Context: an optimization exercise on an open-source flow, tuned for small area. The choices shown serve that exercise and are no tape-out recipe. Where RTL was checked, it was by simulation tests only, not by an equivalence proof against the original. No functional check of the RTL was part of runs 3 and 4. Power figures rest on the tool's default switching activity, not on a simulated workload.

==> run.sh <==
#!/bin/bash
# synth_recipe.tcl (not shown) runs the flow's synth.tcl, then flattens the netlist and writes it again
# the make line also repeats each setting of config.mk as NAME=value (left out here)
make -C /OpenROAD-flow-scripts/flow DESIGN_CONFIG=/design/flow/config.mk WORK_HOME=/design/flow/orfs CLKGATE_MAP_FILE= SYNTH_SCRIPT=/design/flow/synth_recipe.tcl finish
==> config.mk <==
export PLATFORM = sky130hd
export DESIGN_NAME = cache_top
export DESIGN_NICKNAME = cache_top
export VERILOG_FILES = /design/flow/design.v
export SDC_FILE = /design/flow/constraint.sdc
export NUM_CORES = 4
export LEC_CHECK = 0
export ABC_AREA = 1
export CAP_MARGIN = 20
export CORE_MARGIN = 2
export CORE_UTILIZATION = 40
export SLEW_MARGIN = 20
==> constraint.sdc <==
create_clock -name core_clock -period 5.0 [get_ports {clk}]
set_input_delay 1.0000 -clock core_clock [delete_from_list [all_inputs] [get_ports {clk}]]
set_output_delay 1.0000 -clock core_clock [all_outputs]
set_load 0.01 [all_outputs]
==> design.v <==
package cache_pkg;
    localparam int ADDR_WIDTH   = 16;
    localparam int DATA_WIDTH   = 32;
    localparam int BE_WIDTH     = DATA_WIDTH / 8;
    localparam int NUM_WAYS     = 2;
    localparam int NUM_SETS     = 8;
    localparam int INDEX_WIDTH  = 3;
    localparam int OFFSET_WIDTH = 2;
    localparam int TAG_WIDTH    = ADDR_WIDTH - INDEX_WIDTH - OFFSET_WIDTH;
    localparam int COUNT_WIDTH  = 32;
    typedef struct packed {
        logic [TAG_WIDTH-1:0]    tag;
        logic [INDEX_WIDTH-1:0]  index;
        logic [OFFSET_WIDTH-1:0] offset;
    } cache_addr_fields_t;
    typedef union packed {
        logic [ADDR_WIDTH-1:0] word;
        cache_addr_fields_t    fields;
    } cache_addr_t;
    typedef enum logic [2:0] {
        IDLE,
        LOOKUP,
        HIT_RESP,
        WB_REQ,
        WB_WAIT,
        FILL_REQ,
        FILL_WAIT,
        RESP
    } ctrl_state_t;
endpackage
`timescale 1ns/1ps
module cache_top (
    input  logic                                clk,
    input  logic                                rst_n,
    input  logic                                proc_req_i,
    input  logic [cache_pkg::ADDR_WIDTH-1:0]    proc_addr_i,
    input  logic                                proc_we_i,
    input  logic [cache_pkg::BE_WIDTH-1:0]      proc_be_i,
    input  logic [cache_pkg::DATA_WIDTH-1:0]    proc_wdata_i,
    output logic                                proc_gnt_o,
    output logic                                proc_rvalid_o,
    output logic [cache_pkg::DATA_WIDTH-1:0]    proc_rdata_o,
    output logic                                mem_req_o,
    output logic [cache_pkg::ADDR_WIDTH-1:0]    mem_addr_o,
    output logic                                mem_we_o,
    output logic [cache_pkg::BE_WIDTH-1:0]      mem_be_o,
    output logic [cache_pkg::DATA_WIDTH-1:0]    mem_wdata_o,
    input  logic                                mem_gnt_i,
    input  logic                                mem_rvalid_i,
    input  logic [cache_pkg::DATA_WIDTH-1:0]    mem_rdata_i,
    output logic [cache_pkg::COUNT_WIDTH-1:0]   hit_count_o,
    output logic [cache_pkg::COUNT_WIDTH-1:0]   miss_count_o,
    output logic [cache_pkg::COUNT_WIDTH-1:0]   mem_txn_count_o
);
    localparam int TW = 11;                  
    localparam int LW = TW + 32 + 2;         
    localparam int NL = 16;                  
    localparam int L_S   = 0;
    localparam int L_D   = 1;
    localparam int L_DAT = 2;
    localparam int L_TAG = 34;
    localparam logic [2:0] S_LOOK   = 3'd0;    
    localparam logic [2:0] S_CAPT   = 3'd1;    
    localparam logic [2:0] S_WBREQ  = 3'd2;
    localparam logic [2:0] S_WBWAIT = 3'd3;
    localparam logic [2:0] S_RDREQ  = 3'd4;
    localparam logic [2:0] S_RDWAIT = 3'd5;
    localparam logic [2:0] S_FILL   = 3'd6;    
    localparam logic [2:0] S_ACT1   = 3'd7;    
    logic [NL*LW-1:0]   ring;
    logic [3:0]         ph;
    logic               clr;
    logic [2:0]         st;
    logic               cnt;         
    logic               way;         
    logic               vdirty;
    logic [31:0]        buff;
    logic [TW-1:0]      vtag;
    logic               hit_e, miss_e, txn_e;
    logic [31:0]        hit_q, miss_q, txn_q;
    logic [LW-1:0]      hd;          
    logic [LW-1:0]      nx;          
    logic [LW-1:0]      ins;         
    logic [TW-1:0]      ptag;
    logic [2:0]         pidx;
    logic               at_set;
    logic               look;
    logic               hit0, hit1, hit;
    logic               vw;
    logic               act0;
    logic               fill_wr;
    logic               data_wr;
    logic               s_wr;
    logic               s_new;
    assign hd   = ring[NL*LW-1 -: LW];
    assign nx   = ring[(NL-1)*LW-1 -: LW];
    assign ptag = proc_addr_i[15:5];
    assign pidx = proc_addr_i[4:2];
    assign at_set = (ph == {pidx, 1'b0});
    assign look   = (st == S_LOOK) && proc_req_i && !clr && at_set;
    assign hit0 = (hd[L_S] | nx[L_S]) && (hd[L_TAG +: TW] == ptag);
    assign hit1 = nx[L_S] && (nx[L_TAG +: TW] == ptag);
    assign hit  = hit0 | hit1;
    assign vw   = hd[L_S] ^ nx[L_S];
    assign act0    = look && cnt;
    assign fill_wr = (st == S_FILL) && (ph == {pidx, way});
    assign data_wr = (act0 && !way) || (st == S_ACT1);
    assign s_wr    = act0 || (fill_wr && way);
    assign s_new   = way | !nx[L_S];
    always_comb
    begin
        ins = hd;
        if (fill_wr)
        begin
            ins[L_TAG +: TW] = ptag;
            ins[L_DAT +: 32] = buff;
            ins[L_D]         = 1'b0;
        end
        if (data_wr && proc_we_i)
        begin
            for (int b = 0; b < 4; b++)
                if (proc_be_i[b])
                    ins[L_DAT + 8*b +: 8] = proc_wdata_i[8*b +: 8];
            ins[L_D] = 1'b1;
        end
        if (s_wr)
            ins[L_S] = s_new;
        if (clr)
            ins[L_S] = 1'b0;
    end
    always_ff @(posedge clk)
        ring <= {ring[(NL-1)*LW-1:0], ins};
    always_ff @(posedge clk)
    begin
        if (!rst_n)
        begin
            ph     <= '0;
            clr    <= 1'b1;
            st     <= S_LOOK;
            cnt    <= 1'b0;
            hit_e  <= 1'b0;
            miss_e <= 1'b0;
            txn_e  <= 1'b0;
        end
        else
        begin
            ph     <= ph + 1'b1;
            if (ph == 4'd15)
                clr <= 1'b0;
            hit_e  <= look && !cnt && hit;
            miss_e <= look && !cnt && !hit;
            txn_e  <= mem_req_o && mem_gnt_i;
            case (st)
                S_LOOK:
                begin
                    if (look)
                    begin
                        if (!cnt)
                        begin
                            cnt <= 1'b1;
                            if (!hit)
                                st <= S_CAPT;
                        end
                        else if (way)
                            st <= S_ACT1;
                        else
                            cnt <= 1'b0;
                    end
                end
                S_CAPT:
                    st <= vdirty ? S_WBREQ : S_RDREQ;
                S_WBREQ:
                    if (mem_gnt_i)
                        st <= S_WBWAIT;
                S_WBWAIT:
                    if (mem_rvalid_i)
                        st <= S_RDREQ;
                S_RDREQ:
                    if (mem_gnt_i)
                        st <= S_RDWAIT;
                S_RDWAIT:
                    if (mem_rvalid_i)
                        st <= S_FILL;
                S_FILL:
                    if (fill_wr)
                        st <= S_LOOK;
                S_ACT1:
                begin
                    cnt <= 1'b0;
                    st  <= S_LOOK;
                end
            endcase
        end
    end
    always_ff @(posedge clk)
    begin
        if (look && !cnt)
        begin
            way    <= hit ? hit1 : vw;
            vdirty <= vw ? (nx[L_S] & nx[L_D]) : ((hd[L_S] | nx[L_S]) & hd[L_D]);
        end
        if ((look && !cnt && !hit && !vw) || (st == S_CAPT && way))
        begin
            buff <= hd[L_DAT +: 32];
            vtag <= hd[L_TAG +: TW];
        end
        if (st == S_RDWAIT && mem_rvalid_i)
            buff <= mem_rdata_i;
    end
    assign proc_gnt_o    = (act0 && !way) || (st == S_ACT1);
    assign proc_rvalid_o = proc_gnt_o;
    assign proc_rdata_o  = proc_we_i ? '0 : hd[L_DAT +: 32];
    assign mem_req_o   = (st == S_WBREQ) || (st == S_RDREQ);
    assign mem_we_o    = (st == S_WBREQ);
    assign mem_addr_o  = {mem_we_o ? vtag : ptag, pidx, 2'b00};
    assign mem_be_o    = '1;
    assign mem_wdata_o = buff;
    always_ff @(posedge clk)
    begin
        if (!rst_n)
        begin
            hit_q  <= '0;
            miss_q <= '0;
            txn_q  <= '0;
        end
        else
        begin
            if (hit_e && hit_q != '1)
                hit_q <= hit_q + 1'b1;
            if (miss_e && miss_q != '1)
                miss_q <= miss_q + 1'b1;
            if (txn_e && txn_q != '1)
                txn_q <= txn_q + 1'b1;
        end
    end
    assign hit_count_o     = hit_q;
    assign miss_count_o    = miss_q;
    assign mem_txn_count_o = txn_q;
endmodule
==> flow_summary.ini, run 1 <==
[timing]
hold_violations = 0
setup_tns_ps = 0
fmax_mhz = 241
rsz0062_at_grt = no
period_share_pct = 82.9
slew_viol_final = 0
fin_worst_skew_ps = 27.3
min_period_ps = 4150
tightest_slew_ps = 944
setup_violations = 0
slew_headroom_pct = 36.7

[critical_path]
critPathArrivalTime_ps = 3150
crit_fanout = 4
crit_type = in2out
start_kind = input pin
cp-end-kind = output port
worst-r2r-cell-count = 10
required_ps = 4000

[worst_hold_path]
hold_path_class = reg2reg
whs_path_depth = 0

[finish]
syn2layout_area_growth_pct = 25.8
fillers = 5447
multiInputGateArea_sq_um = 5470
final-seq-area_sq_um = 17900
drive_above_1_share_pct = 7.62
fin_nets = 2652
stdcell_area_sq_um = 30700

[routing]
num_vias = 15420
ant_nets = 0
viasPerCell = 4.53
drt_iter0_drc = 743
drc_errors = 0
wl_um = 50100
post_drt_wl_per_cell_um = 14.7
first_pass_iters = 5

[grt]
grt_overflow = 0
grt_pass1_vias = 14864
grt_pass1_wl_um = 78500
grtUsageTotal_pct = 15.7
grt_antenna_before_repair = 1
grt_max_degree = 50

[yosys]
synth_edf_count = 45
synth_cell_types = 43
synth_area_leaders = dfxtp_1 (68%), nand2_1 (7.3%), edfxtp_1 (5.5%)
synth-seq-cells = 873
yosys_warnings = 1
synth-main-ff-cell = dfxtp_1
synth_top_area_cell = dfxtp_1
netlist_instances = 2265
synth_top_area_share_pct = 67.9
synth_area_sq_um = 24400
avgSynthCellArea_sq_um = 10.8
async_flop_share_pct = 0
seq_area_frac_synth_pct = 73.5

[die]
core-area_sq_um = 60400
ioPinCount = 274
die_h_um = 251
dieArea_sq_um = 63000
row_count = 90
die_width_um = 251
start_util_pct = 40.4

[cts]
cts.sinks = 873
htreeDepth = 3
clk_path_buf_depth = 3
cts_buffers = 84
clkTransAtPathRegs_ps = 60
root_buffer = clkbuf_16
post-cts-setup-buffer-count = 0
cts_hold_buf = 0
cts_tree = built
clock_latency_ps = 630
cts-resized-gates = 0

[outcome]
status = complete, no violations

[power_and_ir_drop]
p_int_w = 0.0113
p_comb_share_pct = 4.4
switching_power_w = 0.00309
sw_frac_of_total_pct = 21.5
power_density_nw_per_um2 = 468
seqPwrFrac_pct = 50.1
ir_drop_v = 0.000282
p_leak_nw = 11.8
pwr-share-clk_pct = 45.6

[place]
dp_hpwl_um = 33600
place_congestion = 0.861
place_area_sq_um = 27700
io_buffers = 265

[flow_run]
maxCapViolCount = 0
power by group through the flow:
stage	logic (W)	registers [W]	clock network [W]
3_3_place_gp	0.000629	0.00735	0
6_report	0.000626	0.00720	0.00655
2_1_floorplan	0.000323	0.00734	0
5_1_grt	0.000689	0.00721	0.00703
3_5_place_dp	0.000635	0.00735	0
4_1_cts	0.000638	0.00720	0.00673
cell usage after synthesis, drive strengths merged, types with 2 or more instances:
library cell,instances
nor3b,9
xor2,34
nor4,3
a21oi,113
xnor2,26
clkbuf,25
edfxtp,45
a21boi,2
nor3,46
nand2,482
nand4,24
conb,2
nand3b,4
o21bai,2
buf,45
ha,5
nor2,212
o21ai,114
inv,160
and3,4
nand3,76
dfxtp,828
final cells by class:
cell class / instances / share of cell area [%]
flip-flops and latches: 873 / 58.4
multi-input cells: 1166 / 17.8
repair buffers: 272 / 8.89
clock buffers: 116 / 8.16
well taps: 782 / 3.19
inverters: 160 / 1.96
clock inverters: 37 / 1.59
diodes: 1 / 0.00815
per-stage QoR:
stage	power (W)	util, %	std cells	worst slack, ps	hold slack (ps)
finish	0.0144	50.9	3407	854	305
global route	0.0149	50.9	3406	707	309
CTS	0.0146	50.9	3406	843	308
detailed placement	0.00799	45.9	3253	864	312
global placement	0.00798	45.9	3253	815	309
floorplan	0.00766	-	2269	2000	310
critical path, cell delays in order:
cell	delay, ps
clkdlybuf4s50_1	550
xnor2_1	170
nand2_1	70
nor2_1	180
nand2_1	140
inv_2	80
nand3_2	80
nand2_2	210
clkdlybuf4s50_1	650
flip-flops by register name (all words and copies together), names as in the netlist:
signal and cells:
vdirty 1, vtag 11, cnt 1, hit_e 1
clr 1, buff 32, way 1, ring 720
miss_e 1, miss_q 32, hit_q 32, txn_q 32
txn_e 1, st 3, ph 4
metal layers:
layer / track usage (%) / part of all wire, % / wire length, um / vias to the layer above
met4: 5.92 / 2.4 / 1190 / 0
met3: 3.69 / 5.6 / 2820 / 85
li1: - / - / - / 7765
met2: 25.0 / 45 / 22500 / 369
met5: 0 / 0 / 0 / -
met1: 20.7 / 47 / 23600 / 7201
placed cells by master (no fill, tap or decap), drive strengths merged:
master / netlist / routed
dfxtp: 828 / 828
nand2: 482 / 482
clkdlybuf4s50: 0 / 265
nor2: 212 / 212
inv: 160 / 168
clkbuf: 25 / 116
o21ai: 114 / 114
a21oi: 113 / 113
nand3: 76 / 76
nor3: 46 / 46
edfxtp: 45 / 45
xor2: 34 / 34
xnor2: 26 / 26
nand4: 24 / 24
clkinv: 0 / 22
nor3b: 9 / 9
buf: 45 / 7
conb: 2 / 6
bufinv: 0 / 6
ha: 5 / 5
nand3b: 4 / 4
and3: 4 / 4
nor4: 3 / 3
o21bai: 2 / 2
a21boi: 2 / 2
diode: 0 / 1
o31ai: 1 / 1
o211ai: 1 / 1
or2: 1 / 1
a211oi: 1 / 1
clkinvlp: 0 / 1
cells by family after synthesis:
logic type,count (synthesis),share of synthesized area [%]
flops,873,73.5
fa+ha+maj,5,0.256
xor+xnor,60,2.15
simple gates,861,14.8
other cells,2,0.0308
compound gates,234,5.04
buf+inv,230,4.22
final timing paths:
path,slack [ps],start,endpoint
setup / recovery,850,proc_addr_i[4],proc_gnt_o
hold reg to reg,310,ring[598]$_DFF_P_,ring[643]$_DFF_P_
setup reg to reg,2370,way$_DFFE_PP_,ring[27]$_DFF_P_
hold / removal,310,ring[598]$_DFF_P_,ring[643]$_DFF_P_
==> run 2: changes to the inputs <==
--- a/design.v
+++ b/design.v
@@ -30,2 +30,28 @@
 endpackage
+`timescale 1ns/1ps
+module sat_counter (
+    input  logic        clk,
+    input  logic        rst_n,
+    input  logic        inc_i,
+    output logic [31:0] count_o
+);
+    logic [32:0] c;
+    logic        lo_ones;
+    logic        full;
+    assign lo_ones = &count_o[15:0];
+    assign full    = lo_ones && (&count_o[31:16]);
+    assign c[0]  = inc_i && !full;
+    assign c[16] = c[0] && lo_ones;
+    for (genvar i = 0; i < 15; i++)
+        assign c[i+1] = c[i] && count_o[i];
+    for (genvar i = 16; i < 31; i++)
+        assign c[i+1] = c[i] && count_o[i];
+    always_ff @(posedge clk)
+    begin
+        if (!rst_n)
+            count_o <= '0;
+        else
+            count_o <= count_o ^ c[31:0];
+    end
+endmodule
 `timescale 1ns/1ps
@@ -217,20 +243,5 @@
     assign mem_wdata_o = buff;
-    always_ff @(posedge clk)
-    begin
-        if (!rst_n)
-        begin
-            hit_q  <= '0;
-            miss_q <= '0;
-            txn_q  <= '0;
-        end
-        else
-        begin
-            if (hit_e && hit_q != '1)
-                hit_q <= hit_q + 1'b1;
-            if (miss_e && miss_q != '1)
-                miss_q <= miss_q + 1'b1;
-            if (txn_e && txn_q != '1)
-                txn_q <= txn_q + 1'b1;
-        end
-    end
+    sat_counter u_hit  (.clk(clk), .rst_n(rst_n), .inc_i(hit_e),  .count_o(hit_q));
+    sat_counter u_miss (.clk(clk), .rst_n(rst_n), .inc_i(miss_e), .count_o(miss_q));
+    sat_counter u_txn  (.clk(clk), .rst_n(rst_n), .inc_i(txn_e),  .count_o(txn_q));
     assign hit_count_o     = hit_q;
==> flow/run.sh (new file) <==
#!/bin/bash
# Own layout flow: the standard ORFS flow (standard.sh, unchanged synthesis)
# with two changes that only affect how the layout is built:
#  - every port still gets its own buffer, but a buf_1 instead of ORFS's
#    default pick (clkdlybuf4s50_1), which is plenty for the 10 fF port loads;
#  - clock tree built from clkbuf_8 with larger sink clusters and without
#    dummy balancing loads.
# Each tool's full output is in orfs/logs/ (ORFS writes one log per step);
# the make output itself goes to flow_make.log.
set -euo pipefail
export BUFFER_PORTS_ARGS="-buffer_cell sky130_fd_sc_hd__buf_1"
export CTS_ARGS="-sink_clustering_enable -repair_clock_nets -dont_use_dummy_load -buf_list {sky130_fd_sc_hd__clkbuf_8} -sink_clustering_size 20 -sink_clustering_max_diameter 60"
bash standard.sh finish > flow_make.log 2>&1
==> standard.sh (new file) <==
#!/bin/bash
# synth_recipe.tcl (not shown) runs the flow's synth.tcl, then flattens the netlist and writes it again
# the make line also repeats each setting of config.mk as NAME=value (left out here)
make -C /OpenROAD-flow-scripts/flow DESIGN_CONFIG=/design/flow/config.mk WORK_HOME=/design/flow/orfs CLKGATE_MAP_FILE= SYNTH_SCRIPT=/design/flow/synth_recipe.tcl "${@:-finish}"
--- a/config.mk
+++ b/config.mk
@@ -10,3 +10,4 @@
 export CORE_MARGIN = 2
-export CORE_UTILIZATION = 40
+export CORE_UTILIZATION = 65
+export PLACE_DENSITY = 0.75
 export SLEW_MARGIN = 20
removed: run.sh
==> flow_summary.ini, run 2 <==
[grt]
grtUsageTotal_pct = 19.6
grt_overflow = 0
grt_pass1_vias = 11531
grt_pass1_wl_um = 56100
grt_max_degree = 66
grt_antenna_before_repair = 1

[critical_path]
critPathArrivalTime_ps = 4960
start_kind = register
worst-r2r-cell-count = 20
crit_type = reg2reg
setup.worst_path.end = u_hit.count_o[15]$_SDFF_PN0_
rr_startpoint = u_hit.count_o[0]$_SDFF_PN0_
crit_start = u_hit.count_o[0]$_SDFF_PN0_
crit_fanout = 3
reg2reg_slack_ps = 530
reg2reg_to = u_hit.count_o[15]$_SDFF_PN0_
cp-end-kind = register
required_ps = 5490

[yosys]
netlist_instances = 1808
synth_edf_count = 45
synth_top_area_share_pct = 72.9
synth_area_sq_um = 22700
synth_cell_types = 34
synth_area_leaders = dfxtp_1 (73%), edfxtp_1 (5.9%), ha_1 (5.1%)
seq_area_frac_synth_pct = 78.9
synth_commonest_cells = dfxtp_1 (828), nand2_1 (304), inv_1 (180)
avgSynthCellArea_sq_um = 12.6
async_flop_share_pct = 0
synth_top_area_cell = dfxtp_1
synth.most_common_cell = dfxtp_1
yosys_warnings = 2
synth-seq-cells = 873
synth-main-ff-cell = dfxtp_1

[routing]
first_pass_iters = 5
ant_nets = 0
num_vias = 12088
drc_errors = 0
drt_iter0_drc = 573
viasPerCell = 4.76
post_drt_wl_per_cell_um = 14.1
wl_um = 36000

[finish]
final_cell_mix = dfxtp_1 (828), nand2_1 (304), buf_1 (263), inv_1 (180), nor2_1 (96)
fin_nets = 2271
regMostFlops = ring
drive_above_1_share_pct = 3.74
final_common_cell = dfxtp_1
largest_register_ffs = 720
insertedDiodeCount = 0
instances_no_fill = 2542
syn2layout_area_growth_pct = 9.22
stdcell_area_sq_um = 24800

[timing]
slew_viol_final = 0
fmax_mhz = 223
setup_tns_ps = 0
min_period_ps = 4470
tightest_slew_ps = 886
hold_violations = 0
fin_worst_skew_ps = 63.3
period_share_pct = 89.5
rsz0062_at_grt = no
slew_headroom_pct = 41.0
setup_violations = 0
whs_ps = 275

[place]
place_inst = 2490
io_buffers = 265
place_congestion = 0.835
dp_hpwl_um = 24800
place_area_sq_um = 24100

[power_and_ir_drop]
p_int_w = 0.00831
seqPwrFrac_pct = 69.4
total_power_w = 0.0106
pwr-share-clk_pct = 26.3
sw_frac_of_total_pct = 21.3
switching_power_w = 0.00225
p_leak_nw = 11.1
ir_drop_v = 0.000401
power_density_nw_per_um2 = 426
p_comb_share_pct = 4.3

[die]
core-area_sq_um = 34500
die_h_um = 191
start_util_pct = 66.0
die_width_um = 191
row_count = 68
ioPinCount = 274
dieArea_sq_um = 36500

[cts]
cts_tree = built
root_buffer = clkbuf_8
cts-resized-gates = 0
cts_buffers = 51
post-cts-setup-buffer-count = 0
cts_hold_buf = 0
htreeDepth = 2
clock_latency_ps = 630
clkTransAtPathRegs_ps = 120
clk_path_buf_depth = 3
cts.sinks = 873

[outcome]
status = complete, no violations

[flow_run]
maxCapViolCount = 0

[worst_hold_path]
whs_path_depth = 0
hold_path_class = reg2reg
-- run 2: cell count changes after synthesis, moves of 27 or more --
cell     previous run  this run
a21oi_1           103        40
ha_1                5        92
inv_1             151       180
nand2_1           475       304
nand3_1            74        14
nor2_1            207        96
nor3_1             38         2
o21ai_0            89        40
o21ai_1            25        52
xor2_1             34         2
-- run 2: power groups by stage --
stage	logic, W	registers, W	clock network (W)
6_report	0.000456	0.00733	0.00277
5_1_grt	0.000507	0.00736	0.00312
3_5_place_dp	0.000453	0.00749	0
2_1_floorplan	0.000279	0.00748	0
3_3_place_gp	0.000440	0.00748	0
4_1_cts	0.000454	0.00734	0.00288
-- run 2: logic make-up (layout without fill, tap and decap cells) --
family,Yosys count,after routing,share of synthesized area [%]
flip-flops,873,873,78.9
AND/OR/NAND/NOR,461,461,8.37
buffers and inverters,232,507,4.17
AO/OA/AOI/OAI,139,139,3.14
adder cells (fa/ha/maj),92,92,5.06
XOR/XNOR,9,9,0.347
other,2,6,0.0330
-- run 2: cell type report --
type / instances / area [sq um]
clock buffers: 51 / 702
fillers: 2462 / 9640
inverters: 186 / 698
multi-input cells: 707 / 3880
flip-flops and latches: 873 / 17900
well taps: 455 / 569
repair buffers: 270 / 1050
-- run 2: routing by layer --
| layer | routed length (um) | global-route usage, % |
|---|---|---|
| met5 | 13 | 0 |
| met2 | 16300 | 31.3 |
| met3 | 2050 | 3.95 |
| met1 | 16500 | 26.5 |
| met4 | 1080 | 7.22 |
-- run 2: worst max-delay path, cell delays in order, from the launching register on --
cell and delay, ps:
dfxtp_1 380, nand4_1 120, nor4_1 540, a21boi_0 250, ha_1 250, ha_1 170
ha_1 180, ha_1 180, ha_1 180, ha_1 180, ha_1 180, ha_1 200
ha_1 210, ha_1 200, ha_1 190, ha_1 180, ha_1 170, ha_1 180
ha_1 190, xnor2_1 170, nor2_1 60
-- run 2: worst min-delay path by stage --
stage | startpoint | endpoint | slack (ps)
2_1_floorplan | ring[55]$_DFF_P_ | ring[100]$_DFF_P_ | 310
3_3_place_gp | ring[255]$_DFF_P_ | ring[300]$_DFF_P_ | 310
3_5_place_dp | ring[629]$_DFF_P_ | ring[674]$_DFF_P_ | 310
4_1_cts | ring[134]$_DFF_P_ | ring[179]$_DFF_P_ | 260
5_1_grt | ring[134]$_DFF_P_ | ring[179]$_DFF_P_ | 290
6_report | ring[494]$_DFF_P_ | ring[539]$_DFF_P_ | 280
-- run 2: metrics by stage --
stage          utilization (%)  setup slack, ps
2_1_floorplan                -             1080
3_3_place_gp              69.9              689
3_5_place_dp              69.9              508
4_1_cts                   72.0              470
5_1_grt                   72.0              268
6_report                  72.0              525
==> run 3: changes to the inputs <==
--- a/design.v
+++ b/design.v
@@ -87,10 +87,12 @@
     localparam int L_TAG = 34;
-    localparam logic [2:0] S_LOOK   = 3'd0;    
-    localparam logic [2:0] S_CAPT   = 3'd1;    
-    localparam logic [2:0] S_WBREQ  = 3'd2;
-    localparam logic [2:0] S_WBWAIT = 3'd3;
-    localparam logic [2:0] S_RDREQ  = 3'd4;
-    localparam logic [2:0] S_RDWAIT = 3'd5;
-    localparam logic [2:0] S_FILL   = 3'd6;    
-    localparam logic [2:0] S_ACT1   = 3'd7;    
+    localparam logic [3:0] S_LOOK   = 4'd0;    
+    localparam logic [3:0] S_LOOK2  = 4'd1;    
+    localparam logic [3:0] S_ACT1   = 4'd2;    
+    localparam logic [3:0] S_CAPT   = 4'd3;    
+    localparam logic [3:0] S_TAGW   = 4'd4;    
+    localparam logic [3:0] S_FILL   = 4'd5;    
+    localparam logic [3:0] S_RDWAIT = 4'd6;
+    localparam logic [3:0] S_WBWAIT = 4'd7;
+    localparam logic [3:0] S_RDREQ  = 4'd8;
+    localparam logic [3:0] S_WBREQ  = 4'd9;
     logic [NL*LW-1:0]   ring;
@@ -98,3 +100,3 @@
     logic               clr;
-    logic [2:0]         st;
+    logic [3:0]         st;
     logic               cnt;         
@@ -102,4 +104,5 @@
     logic               vdirty;
+    logic               h0;          
     logic [31:0]        buff;
-    logic [TW-1:0]      vtag;
+    logic [TW-1:0]      vtag;        
     logic               hit_e, miss_e, txn_e;
@@ -112,6 +115,9 @@
     logic               at_set;
+    logic               at_line;
     logic               look;
-    logic               hit0, hit1, hit;
-    logic               vw;
+    logic               tag_eq;
+    logic               hit1;
+    logic               hit;
     logic               act0;
+    logic               tag_wr;
     logic               fill_wr;
@@ -120,2 +126,4 @@
     logic               s_new;
+    logic               buf_hd;
+    logic               buf_mem;
     assign hd   = ring[NL*LW-1 -: LW];
@@ -124,10 +132,11 @@
     assign pidx = proc_addr_i[4:2];
-    assign at_set = (ph == {pidx, 1'b0});
-    assign look   = (st == S_LOOK) && proc_req_i && !clr && at_set;
-    assign hit0 = (hd[L_S] | nx[L_S]) && (hd[L_TAG +: TW] == ptag);
-    assign hit1 = nx[L_S] && (nx[L_TAG +: TW] == ptag);
-    assign hit  = hit0 | hit1;
-    assign vw   = hd[L_S] ^ nx[L_S];
+    assign at_set  = (ph == {pidx, 1'b0});
+    assign at_line = (ph == {pidx, way});
+    assign look    = (st == S_LOOK) && proc_req_i && !clr && at_set;
+    assign tag_eq = (hd[L_TAG +: TW] == ptag);
+    assign hit1   = hd[L_S] && tag_eq;
+    assign hit    = h0 || hit1;
     assign act0    = look && cnt;
-    assign fill_wr = (st == S_FILL) && (ph == {pidx, way});
+    assign tag_wr  = (st == S_TAGW) && at_line;
+    assign fill_wr = (st == S_FILL) && at_line;
     assign data_wr = (act0 && !way) || (st == S_ACT1);
@@ -138,5 +147,6 @@
         ins = hd;
+        if (tag_wr)
+            ins[L_TAG +: TW] = ptag;
         if (fill_wr)
         begin
-            ins[L_TAG +: TW] = ptag;
             ins[L_DAT +: 32] = buff;
@@ -175,4 +185,4 @@
                 clr <= 1'b0;
-            hit_e  <= look && !cnt && hit;
-            miss_e <= look && !cnt && !hit;
+            hit_e  <= (st == S_LOOK2) && hit;
+            miss_e <= (st == S_LOOK2) && !hit;
             txn_e  <= mem_req_o && mem_gnt_i;
@@ -184,7 +194,3 @@
                         if (!cnt)
-                        begin
-                            cnt <= 1'b1;
-                            if (!hit)
-                                st <= S_CAPT;
-                        end
+                            st <= S_LOOK2;
                         else if (way)
@@ -195,4 +201,20 @@
                 end
+                S_LOOK2:
+                begin
+                    cnt <= 1'b1;
+                    if (hit)
+                        st <= S_LOOK;
+                    else if (vdirty)
+                        st <= S_CAPT;
+                    else
+                        st <= S_TAGW;
+                end
+                S_ACT1:
+                begin
+                    cnt <= 1'b0;
+                    st  <= S_LOOK;
+                end
                 S_CAPT:
-                    st <= vdirty ? S_WBREQ : S_RDREQ;
+                    if (at_line)
+                        st <= S_WBREQ;
                 S_WBREQ:
@@ -202,2 +224,5 @@
                     if (mem_rvalid_i)
+                        st <= S_TAGW;
+                S_TAGW:
+                    if (at_line)
                         st <= S_RDREQ;
@@ -212,7 +237,4 @@
                         st <= S_LOOK;
-                S_ACT1:
-                begin
-                    cnt <= 1'b0;
-                    st  <= S_LOOK;
-                end
+                default:
+                    st <= S_LOOK;
             endcase
@@ -224,13 +246,17 @@
         begin
-            way    <= hit ? hit1 : vw;
-            vdirty <= vw ? (nx[L_S] & nx[L_D]) : ((hd[L_S] | nx[L_S]) & hd[L_D]);
-        end
-        if ((look && !cnt && !hit && !vw) || (st == S_CAPT && way))
-        begin
-            buff <= hd[L_DAT +: 32];
-            vtag <= hd[L_TAG +: TW];
-        end
-        if (st == S_RDWAIT && mem_rvalid_i)
-            buff <= mem_rdata_i;
-    end
+            h0     <= (hd[L_S] | nx[L_S]) && tag_eq;
+            way    <= hd[L_S] ^ nx[L_S];
+            vdirty <= (hd[L_S] ^ nx[L_S]) ? (nx[L_S] & nx[L_D])
+                                          : ((hd[L_S] | nx[L_S]) & hd[L_D]);
+        end
+        if (st == S_LOOK2 && hit)
+            way <= hit1;
+        if ((st == S_CAPT || st == S_TAGW) && at_line)
+            vtag <= ins[L_TAG +: TW];
+    end
+    assign buf_hd  = (st == S_CAPT) && at_line;
+    assign buf_mem = (st == S_RDWAIT) && mem_rvalid_i;
+    always_ff @(posedge clk)
+        buff <= ({32{buf_hd}} & hd[L_DAT +: 32]) | ({32{buf_mem}} & mem_rdata_i)
+              | ({32{!buf_hd && !buf_mem}} & buff);
     assign proc_gnt_o    = (act0 && !way) || (st == S_ACT1);
@@ -240,3 +266,3 @@
     assign mem_we_o    = (st == S_WBREQ);
-    assign mem_addr_o  = {mem_we_o ? vtag : ptag, pidx, 2'b00};
+    assign mem_addr_o  = {vtag, pidx, 2'b00};
     assign mem_be_o    = '1;
==> flow_summary.ini, run 3 <==
[timing]
setup_violations = 0
fmax_mhz = 232
hold_violations = 0
fin_worst_skew_ps = 73.3
rsz0062_at_grt = no
slew_headroom_pct = 31.2
min_period_ps = 4310
slew_viol_final = 0
setup_tns_ps = 0
tightest_slew_ps = 1030
period_share_pct = 86.3

[yosys]
synth_area_leaders = dfxtp_1 (76%), nand2_1 (6.7%), ha_1 (5.0%)
synth.most_common_cell = dfxtp_1
synth_commonest_cells = dfxtp_1 (861), nand2_1 (405), inv_1 (165)
async_flop_share_pct = 0
yosys_warnings = 2
synth_top_area_share_pct = 75.6
avgSynthCellArea_sq_um = 12.3
synth_top_area_cell = dfxtp_1
netlist_instances = 1858
synth_area_sq_um = 22800
synth_cell_types = 40
synth_edf_count = 14
synth-main-ff-cell = dfxtp_1
synth-seq-cells = 875
seq_area_frac_synth_pct = 77.5

[grt]
grt_max_degree = 62
grt_pass1_wl_um = 59600
grt_antenna_before_repair = 0
grt_pass1_vias = 11919
grtUsageTotal_pct = 21.0
grt_overflow = 0

[finish]
largest_register_ffs = 720
stdcell_area_sq_um = 24800
drive_above_1_share_pct = 3.80
fillers = 2447
fin_nets = 2313
syn2layout_area_growth_pct = 8.89
insertedDiodeCount = 0
final_common_cell = dfxtp_1
regMostFlops = ring
final_cell_mix = dfxtp_1 (861), nand2_1 (405), buf_1 (262), inv_1 (165), ha_1 (92)

[critical_path]
crit_start = u_txn.count_o[0]$_SDFF_PN0_
max_stage_delay_ps = 430
crit_type = reg2reg
critPathArrivalTime_ps = 4800
crit_family = adder cells
cp-end-kind = register
rr_startpoint = u_txn.count_o[0]$_SDFF_PN0_
required_ps = 5490
crit_fanout = 3
start_kind = register
crit_buf_inv = 1
crit_chain = nand4_1 -> nor4_1 -> a21boi_0 -> nand2_1 -> inv_1 -> ha_1 -> ha_1 -> ha_1 -> ha_1 -> ha_1 -> ha_1 -> ha_1 -> ha_1 -> ha_1 -> ha_1 -> ha_1 -> ha_1 -> ha_1 -> ha_1 -> ha_1 -> xnor2_1 -> nor2_1
crit_path_top_delay_cell = nor4_1
cp_common_cell = ha_1

[routing]
ant_nets = 0
met3_wirelength_um = 1930
num_vias = 12523
drc_errors = 0
first_pass_iters = 5
viasPerCell = 4.85
wl_um = 38200
drt_iter0_drc = 596
wl_met1_um = 17700
met2_wirelength_um = 17600
post_drt_wl_per_cell_um = 14.8
top_layer_used = met4

[power_and_ir_drop]
p_leak_nw = 11.5
power_density_nw_per_um2 = 418
ir_drop_v = 0.000353

[place]
io_buffers = 265
place_congestion = 0.857
dp_hpwl_um = 25900
place_area_sq_um = 24100

[cts]
clkTransAtPathRegs_ps = 110
cts_hold_buf = 0
clock_latency_ps = 670
root_buffer = clkbuf_8
htreeDepth = 2
cts.sinks = 875
clk_path_buf_depth = 3
cts_buffers = 52
cts_tree = built
post-cts-setup-buffer-count = 0
cts-resized-gates = 0

[worst_hold_path]
hold_path_class = reg2reg
hp-start = ring[422]$_DFF_P_

[flow_run]
maxCapViolCount = 0

[die]
row_count = 68
core-area_sq_um = 34500
die_width_um = 191
die_h_um = 191
ioPinCount = 274
start_util_pct = 66.0
dieArea_sq_um = 36600

[outcome]
status = complete, no violations
run 3: cell types whose count changed after synthesis, sizes merged, moves of 28 or more:
cell | previous run | this run
nand2 | 306 | 410
o21ai | 92 | 46
nor2 | 102 | 61
a21oi | 40 | 6
dfxtp | 828 | 861
edfxtp | 45 | 14
o211ai | 0 | 28
run 3: per-layer routing:
metal | GRT usage, % | vias to the layer above
met5 | 0 | -
li1 | - | 6271
met3 | 4.19 | 77
met2 | 33.9 | 328
met1 | 28.3 | 5847
met4 | 7.60 | 0
run 3: cell type report:
type                    count  area (sq um)  area share [%]
inverters                 170           639            2.58
multi-input cells         762          4210            16.9
clock buffers              52           716            2.88
flip-flops and latches    875         17700            71.1
well taps                 455           569            2.29
repair buffers            270          1040            4.17
run 3: worst paths after layout:
check | to | slack [ps] | depth (start not counted)
max reg2reg | u_txn.count_o[31]$_SDFF_PN0_ | 690 | 22
max | u_txn.count_o[31]$_SDFF_PN0_ | 690 | 22
min reg2reg | ring[467]$_DFF_P_ | 270 | 0
min | ring[467]$_DFF_P_ | 270 | 0
run 3: logic make-up (layout without fill, tap and decap cells):
group	Yosys count	after routing	synth area share, %
simple gates	551	551	9.96
xor+xnor	15	15	0.576
fa+ha+maj	92	92	5.05
compound gates	93	93	2.51
buf+inv	225	492	4.16
mux	5	5	0.247
flops	875	875	77.5
other cells	2	6	0.0329
run 3: power breakdown:
group | total [W] | internal, W | switching [W]
clock network | 0.00280 | 0.000938 | 0.00187
logic | 0.000300 | 0.0000943 | 0.000206
registers | 0.00728 | 0.00721 | 0.0000761
run 3: worst register-to-register path, stage by stage, from the launching register on:
cell and delay [ps]:
dfxtp_1 380, nand4_1 110, nor4_1 430, a21boi_0 200, nand2_1 90, inv_1 40, ha_1 170, ha_1 190
ha_1 180, ha_1 180, ha_1 190, ha_1 200, ha_1 190, ha_1 190, ha_1 190, ha_1 180
ha_1 180, ha_1 180, ha_1 180, ha_1 180, ha_1 180, xnor2_1 130, nor2_1 50
run 3: stage by stage:
stage	total power, W	hold WS, ps	setup WS [ps]	instances	util [%]
2_1_floorplan	0.00761	310	1060	1862	-
3_3_place_gp	0.00772	310	762	2532	69.8
3_5_place_dp	0.00774	312	682	2532	69.8
4_1_cts	0.0105	272	624	2584	71.9
5_1_grt	0.0108	266	297	2584	71.9
6_report	0.0104	266	687	2584	71.9
==> run 4: changes to the inputs <==
--- a/design.v
+++ b/design.v
@@ -31,19 +31,25 @@
 `timescale 1ns/1ps
-module sat_counter (
+module cache_counters (
     input  logic        clk,
     input  logic        rst_n,
-    input  logic        inc_i,
-    output logic [31:0] count_o
+    input  logic        mark_i,
+    input  logic        ev_i,         
+    input  logic        hit_i,        
+    input  logic        dirty_i,      
+    output logic        busy_o,
+    output logic [31:0] hit_count_o,
+    output logic [31:0] miss_count_o,
+    output logic [31:0] mem_txn_count_o
 );
-    logic [32:0] c;
-    logic        lo_ones;
-    logic        full;
-    assign lo_ones = &count_o[15:0];
-    assign full    = lo_ones && (&count_o[31:16]);
-    assign c[0]  = inc_i && !full;
-    assign c[16] = c[0] && lo_ones;
-    for (genvar i = 0; i < 15; i++)
-        assign c[i+1] = c[i] && count_o[i];
-    for (genvar i = 16; i < 31; i++)
-        assign c[i+1] = c[i] && count_o[i];
+    logic       rot;         
+    logic       half;        
+    logic [2:0] carry;       
+    logic       carry2;      
+    logic       first;       
+    logic [2:0] hi;          
+    logic [2:0] full;
+    logic       two;
+    logic [31:0] q [3];
+    assign busy_o = rot;
+    assign two    = dirty_i && !hi[2];
     always_ff @(posedge clk)
@@ -51,6 +57,54 @@
         if (!rst_n)
-            count_o <= '0;
-        else
-            count_o <= count_o ^ c[31:0];
+        begin
+            rot    <= 1'b0;
+            half   <= 1'b0;
+            carry  <= '0;
+            carry2 <= 1'b0;
+            first  <= 1'b0;
+            hi     <= '0;
+        end
+        else if (ev_i)
+        begin
+            first    <= 1'b1;
+            hi       <= '1;
+            rot      <= 1'b1;
+            half     <= 1'b0;
+            carry[0] <= hit_i && !full[0];
+            carry[1] <= !hit_i && !full[1];
+            carry[2] <= !hit_i && !full[2] && !two;
+            carry2   <= !hit_i && two;
+        end
+        else if (rot)
+        begin
+            carry[0] <= carry[0] & q[0][0];
+            carry[1] <= carry[1] & q[1][0];
+            carry[2] <= (carry[2] & q[2][0]) | carry2;
+            carry2   <= 1'b0;
+            first    <= 1'b0;
+            if (!first)
+                for (int k = 0; k < 3; k++)
+                    hi[k] <= hi[k] & (q[k][0] ^ carry[k]);
+            if (mark_i)
+            begin
+                half <= 1'b1;
+                if (half)
+                    rot <= 1'b0;
+            end
+        end
+    end
+    for (genvar k = 0; k < 3; k++)
+    begin : g_cnt
+        logic sh;    
+        logic hl;    
+        logic [31:0] nxt;
+        assign full[k] = hi[k] && q[k][0];
+        assign sh  = rot && rst_n;
+        assign hl  = !rot && rst_n;
+        assign nxt = {q[k][0] ^ carry[k], q[k][31:1]};
+        always_ff @(posedge clk)
+            q[k] <= ({32{sh}} & nxt) | ({32{hl}} & q[k]);
     end
+    assign hit_count_o     = q[0];
+    assign miss_count_o    = q[1];
+    assign mem_txn_count_o = q[2];
 endmodule
@@ -97,2 +151,3 @@
     localparam logic [3:0] S_WBREQ  = 4'd9;
+    localparam logic [3:0] S_RESP   = 4'd10;   
     logic [NL*LW-1:0]   ring;
@@ -107,4 +162,3 @@
     logic [TW-1:0]      vtag;        
-    logic               hit_e, miss_e, txn_e;
-    logic [31:0]        hit_q, miss_q, txn_q;
+    logic               cnt_busy;
     logic [LW-1:0]      hd;          
@@ -128,2 +182,5 @@
     logic               buf_mem;
+    logic               buf_hl;
+    logic [3:0]         sel_w;
+    logic [3:0]         sel_h;
     assign hd   = ring[NL*LW-1 -: LW];
@@ -138,3 +195,3 @@
     assign hit    = h0 || hit1;
-    assign act0    = look && cnt;
+    assign act0    = look && cnt && !cnt_busy;
     assign tag_wr  = (st == S_TAGW) && at_line;
@@ -144,2 +201,4 @@
     assign s_new   = way | !nx[L_S];
+    assign sel_w = {4{data_wr && proc_we_i}} & proc_be_i;
+    assign sel_h = ~sel_w & {4{!fill_wr}};
     always_comb
@@ -149,14 +208,10 @@
             ins[L_TAG +: TW] = ptag;
+        for (int b = 0; b < 4; b++)
+            ins[L_DAT + 8*b +: 8] = ({8{sel_w[b]}} & proc_wdata_i[8*b +: 8])
+                                  | ({8{fill_wr}} & buff[8*b +: 8])
+                                  | ({8{sel_h[b]}} & hd[L_DAT + 8*b +: 8]);
         if (fill_wr)
-        begin
-            ins[L_DAT +: 32] = buff;
-            ins[L_D]         = 1'b0;
-        end
+            ins[L_D] = 1'b0;
         if (data_wr && proc_we_i)
-        begin
-            for (int b = 0; b < 4; b++)
-                if (proc_be_i[b])
-                    ins[L_DAT + 8*b +: 8] = proc_wdata_i[8*b +: 8];
             ins[L_D] = 1'b1;
-        end
         if (s_wr)
@@ -176,5 +231,2 @@
             cnt    <= 1'b0;
-            hit_e  <= 1'b0;
-            miss_e <= 1'b0;
-            txn_e  <= 1'b0;
         end
@@ -185,5 +237,2 @@
                 clr <= 1'b0;
-            hit_e  <= (st == S_LOOK2) && hit;
-            miss_e <= (st == S_LOOK2) && !hit;
-            txn_e  <= mem_req_o && mem_gnt_i;
             case (st)
@@ -191,11 +240,6 @@
                 begin
-                    if (look)
-                    begin
-                        if (!cnt)
-                            st <= S_LOOK2;
-                        else if (way)
-                            st <= S_ACT1;
-                        else
-                            cnt <= 1'b0;
-                    end
+                    if (look && !cnt)
+                        st <= S_LOOK2;
+                    else if (act0)
+                        st <= way ? S_ACT1 : S_RESP;
                 end
@@ -212,2 +256,4 @@
                 S_ACT1:
+                    st <= S_RESP;
+                S_RESP:
                 begin
@@ -256,10 +302,11 @@
     end
-    assign buf_hd  = (st == S_CAPT) && at_line;
+    assign buf_hd  = ((st == S_CAPT) && at_line) || (data_wr && !proc_we_i);
     assign buf_mem = (st == S_RDWAIT) && mem_rvalid_i;
+    assign buf_hl  = !buf_hd && !buf_mem && !data_wr;
     always_ff @(posedge clk)
         buff <= ({32{buf_hd}} & hd[L_DAT +: 32]) | ({32{buf_mem}} & mem_rdata_i)
-              | ({32{!buf_hd && !buf_mem}} & buff);
-    assign proc_gnt_o    = (act0 && !way) || (st == S_ACT1);
+              | ({32{buf_hl}} & buff);
+    assign proc_gnt_o    = (st == S_RESP);
     assign proc_rvalid_o = proc_gnt_o;
-    assign proc_rdata_o  = proc_we_i ? '0 : hd[L_DAT +: 32];
+    assign proc_rdata_o  = buff;
     assign mem_req_o   = (st == S_WBREQ) || (st == S_RDREQ);
@@ -269,8 +316,14 @@
     assign mem_wdata_o = buff;
-    sat_counter u_hit  (.clk(clk), .rst_n(rst_n), .inc_i(hit_e),  .count_o(hit_q));
-    sat_counter u_miss (.clk(clk), .rst_n(rst_n), .inc_i(miss_e), .count_o(miss_q));
-    sat_counter u_txn  (.clk(clk), .rst_n(rst_n), .inc_i(txn_e),  .count_o(txn_q));
-    assign hit_count_o     = hit_q;
-    assign miss_count_o    = miss_q;
-    assign mem_txn_count_o = txn_q;
+    cache_counters u_counters (
+        .clk             (clk),
+        .rst_n           (rst_n),
+        .mark_i          (ph == {pidx, 1'b1}),
+        .ev_i            (st == S_LOOK2),
+        .hit_i           (hit),
+        .dirty_i         (vdirty),
+        .busy_o          (cnt_busy),
+        .hit_count_o     (hit_count_o),
+        .miss_count_o    (miss_count_o),
+        .mem_txn_count_o (mem_txn_count_o)
+    );
 endmodule
--- a/flow/run.sh
+++ b/flow/run.sh
@@ -5,2 +5,3 @@
 #    default pick (clkdlybuf4s50_1), which is plenty for the 10 fF port loads;
+#  - after global routing, non-critical gates are downsized (RECOVER_POWER);
 #  - clock tree built from clkbuf_8 with larger sink clusters and without
@@ -12,2 +13,3 @@
 export CTS_ARGS="-sink_clustering_enable -repair_clock_nets -dont_use_dummy_load -buf_list {sky130_fd_sc_hd__clkbuf_8} -sink_clustering_size 20 -sink_clustering_max_diameter 60"
+export RECOVER_POWER=100
 bash standard.sh finish > flow_make.log 2>&1
==> flow_summary.ini, run 4 <==
[yosys]
synth_top_area_share_pct = 79.7
synth_area_leaders = dfxtp_1 (80%), nand3_1 (3.4%), nand2_1 (3.0%)
synth_commonest_cells = dfxtp_1 (868), nand2_1 (177), nand3_1 (149)
synth-main-ff-cell = dfxtp_1
synth_top_area_cell = dfxtp_1
synth-seq-cells = 882
synth_area_sq_um = 21800
seq_area_frac_synth_pct = 81.6
synth_cell_types = 38
avgSynthCellArea_sq_um = 13.0
yosys_warnings = 3
synth_edf_count = 14
async_flop_share_pct = 0
netlist_instances = 1682
synth.most_common_cell = dfxtp_1

[critical_path]
cp-end-kind = register
crit_path_top_delay_cell = clkbuf_1
crit_type = in2reg
crit_buf_inv = 2
required_ps = 5410
max_stage_delay_ps = 1320
cp_common_cell = clkbuf_1
crit_chain = clkbuf_1 -> nand2_1 -> clkbuf_1 -> o21ai_0
critPathArrivalTime_ps = 4160
crit_fanout = 54
start_kind = input pin
crit_family = buffers and inverters

[finish]
syn2layout_area_growth_pct = 7.95
final_cell_mix = dfxtp_1 (868), buf_1 (263), nand2_1 (179), nand3_1 (149), inv_1 (137)
stdcell_area_sq_um = 23500
final_common_cell = dfxtp_1
top_regs = ring (720), u_counters.q (96), buff (32)
drive_above_1_share_pct = 3.87
fillers = 2371
fin_nets = 2008
instances_no_fill = 2363
regMostFlops = ring
largest_register_ffs = 720

[cts]
cts_tree = built
clk_path_buf_depth = 3
post-cts-setup-buffer-count = 0
cts-resized-gates = 0
clock_latency_ps = 660
cts_hold_buf = 0
cts.sinks = 882
cts_buffers = 50
htreeDepth = 2
root_buffer = clkbuf_8
clkTransAtPathRegs_ps = 110

[timing]
setup_tns_ps = 0
tightest_slew_ps = 2020
fin_worst_skew_ps = 79.2
setup_violations = 0
final.setup.worst_slack_ps = 1250
min_period_ps = 3750
whs_ps = 265
period_share_pct = 74.9
fmax_mhz = 267
slew_headroom_pct = -34.8
hold_violations = 0
slew_viol_final = 200
rsz0062_at_grt = no

[grt]
grt_pass1_vias = 11132
grt_antenna_before_repair = 3
grt_max_degree = 78
grt_pass1_wl_um = 56900
grtUsageTotal_pct = 20.6
grt_overflow = 0

[place]
pre_cts_slack_ps = 1590
place_inst = 2309
dp_hpwl_um = 23400
place_area_sq_um = 22900
io_buffers = 265
place_congestion = 0.810

[routing]
wl_um = 36400
num_vias = 11758
drt_iter0_drc = 663
ant_nets = 0
post_drt_wl_per_cell_um = 15.4
drc_errors = 0
first_pass_iters = 5
viasPerCell = 4.98

[die]
start_util_pct = 65.5
core-area_sq_um = 33300
row_count = 67
dieArea_sq_um = 35000
ioPinCount = 274
die_width_um = 187
die_h_um = 187

[outcome]
so_faults = capacitance limit, slew limit
status = finished with violations

[power_and_ir_drop]
ir_drop_v = 0.000333
power_density_nw_per_um2 = 473
p_leak_nw = 9.15

[flow_run]
maxCapViolCount = 5

[worst_hold_path]
hold_path_class = reg2reg
==> run 4: report_power, final <==
part	switching [W]	leakage, nW	internal [W]
Clock	0.00187	0.360	0.000905
Sequential	0.000227	7.14	0.00767
Combinational	0.000323	1.64	0.000147
Total	0.00242	9.15	0.00872
==> run 4: logic make-up (layout without fill, tap and decap cells) <==
kind of cell             count (synthesis)  count (layout)  synth area share [%]
adder cells (fa/ha/maj)                  5               5                 0.287
multiplexers                             5               5                 0.258
AO/OA/AOI/OAI                          139             139                  3.82
other                                    2              10                0.0344
AND/OR/NAND/NOR                        406             406                  8.80
XOR/XNOR                                 6               6                 0.241
flip-flops                             882             882                  81.6
buffers and inverters                  237             462                  4.96
==> run 4: worst paths after layout <==
| kind | slack, ps | cells past startpoint | to | from |
|---|---|---|---|---|
| worst min register to register | 270 | 0 | ring[458]$_DFF_P_ | ring[413]$_DFF_P_ |
| worst max-delay path | 1250 | 4 | u_counters.q[1][0]$_DFF_P_ | rst_n |
| worst max register to register | 1620 | 3 | u_counters.q[1][0]$_DFF_P_ | u_counters.rot$_SDFF_PN0_ |
| worst min-delay path | 270 | 0 | ring[458]$_DFF_P_ | ring[413]$_DFF_P_ |
==> run 4: through the flow <==
step                power [W]  util (%)
floorplan             0.00834         -
global placement      0.00849      68.7
detailed placement    0.00853      68.7
CTS                    0.0112      70.8
global route           0.0116      70.7
finish                 0.0111      70.7
==> run 4: cell type report <==
class,count,area [sq um],share of cell area [%]
well taps,448,561,2.38
flip-flops and latches,882,17800,75.6
clock buffers,50,688,2.92
multi-input cells,567,2930,12.4
inverters,143,539,2.29
diodes,4,10.0,0.0425
repair buffers,269,1020,4.34
==> run 4: routing by layer <==
layer | GRT usage, % | part of all wire [%] | up-vias
li1 | - | - | 5794
met1 | 29.3 | 48 | 5499
met2 | 31.6 | 44 | 382
met3 | 3.45 | 5.4 | 83
met4 | 8.85 | 3.1 | 0
met5 | 0 | 0 | -

-- static timing again, ports no longer ideal --
Ports are ideal in the flow. The routed layouts listed here were re-timed in OpenROAD. Step 1: set_driving_cell puts a clkbuf_16 on clk and a buf_2 on each other input, an assumption about the parent block. Step 2 times the ports against the registers' clock, not the clock port: input delays grow and output delays shrink by t, the midpoint of the rising clock arrivals with the driver on. a / b / c = no drivers / after step 1 / after step 2; a / b = the first two.
run | t (ns) | setup slack, ns | hold slack, ns | worst setup path after step 2
run 1 | 0.674 | 0.854 / 0.825 / 0.825 | 0.305 / 0.305 / 0.305 | input to output
run 2 | 0.653 | 0.525 / 0.525 / 0.525 | 0.275 / 0.275 / 0.275 | register to register
run 3 | 0.686 | 0.687 / 0.687 / 0.687 | 0.266 / 0.266 / 0.266 | register to register
run 4 | 0.667 | 1.253 / 1.272 / 0.605 | 0.265 / 0.265 / 0.265 | input to register
For run 4, which loses most, drivers alone change the setup slack by +0.019 ns; drivers and shift together by -0.648 ns.
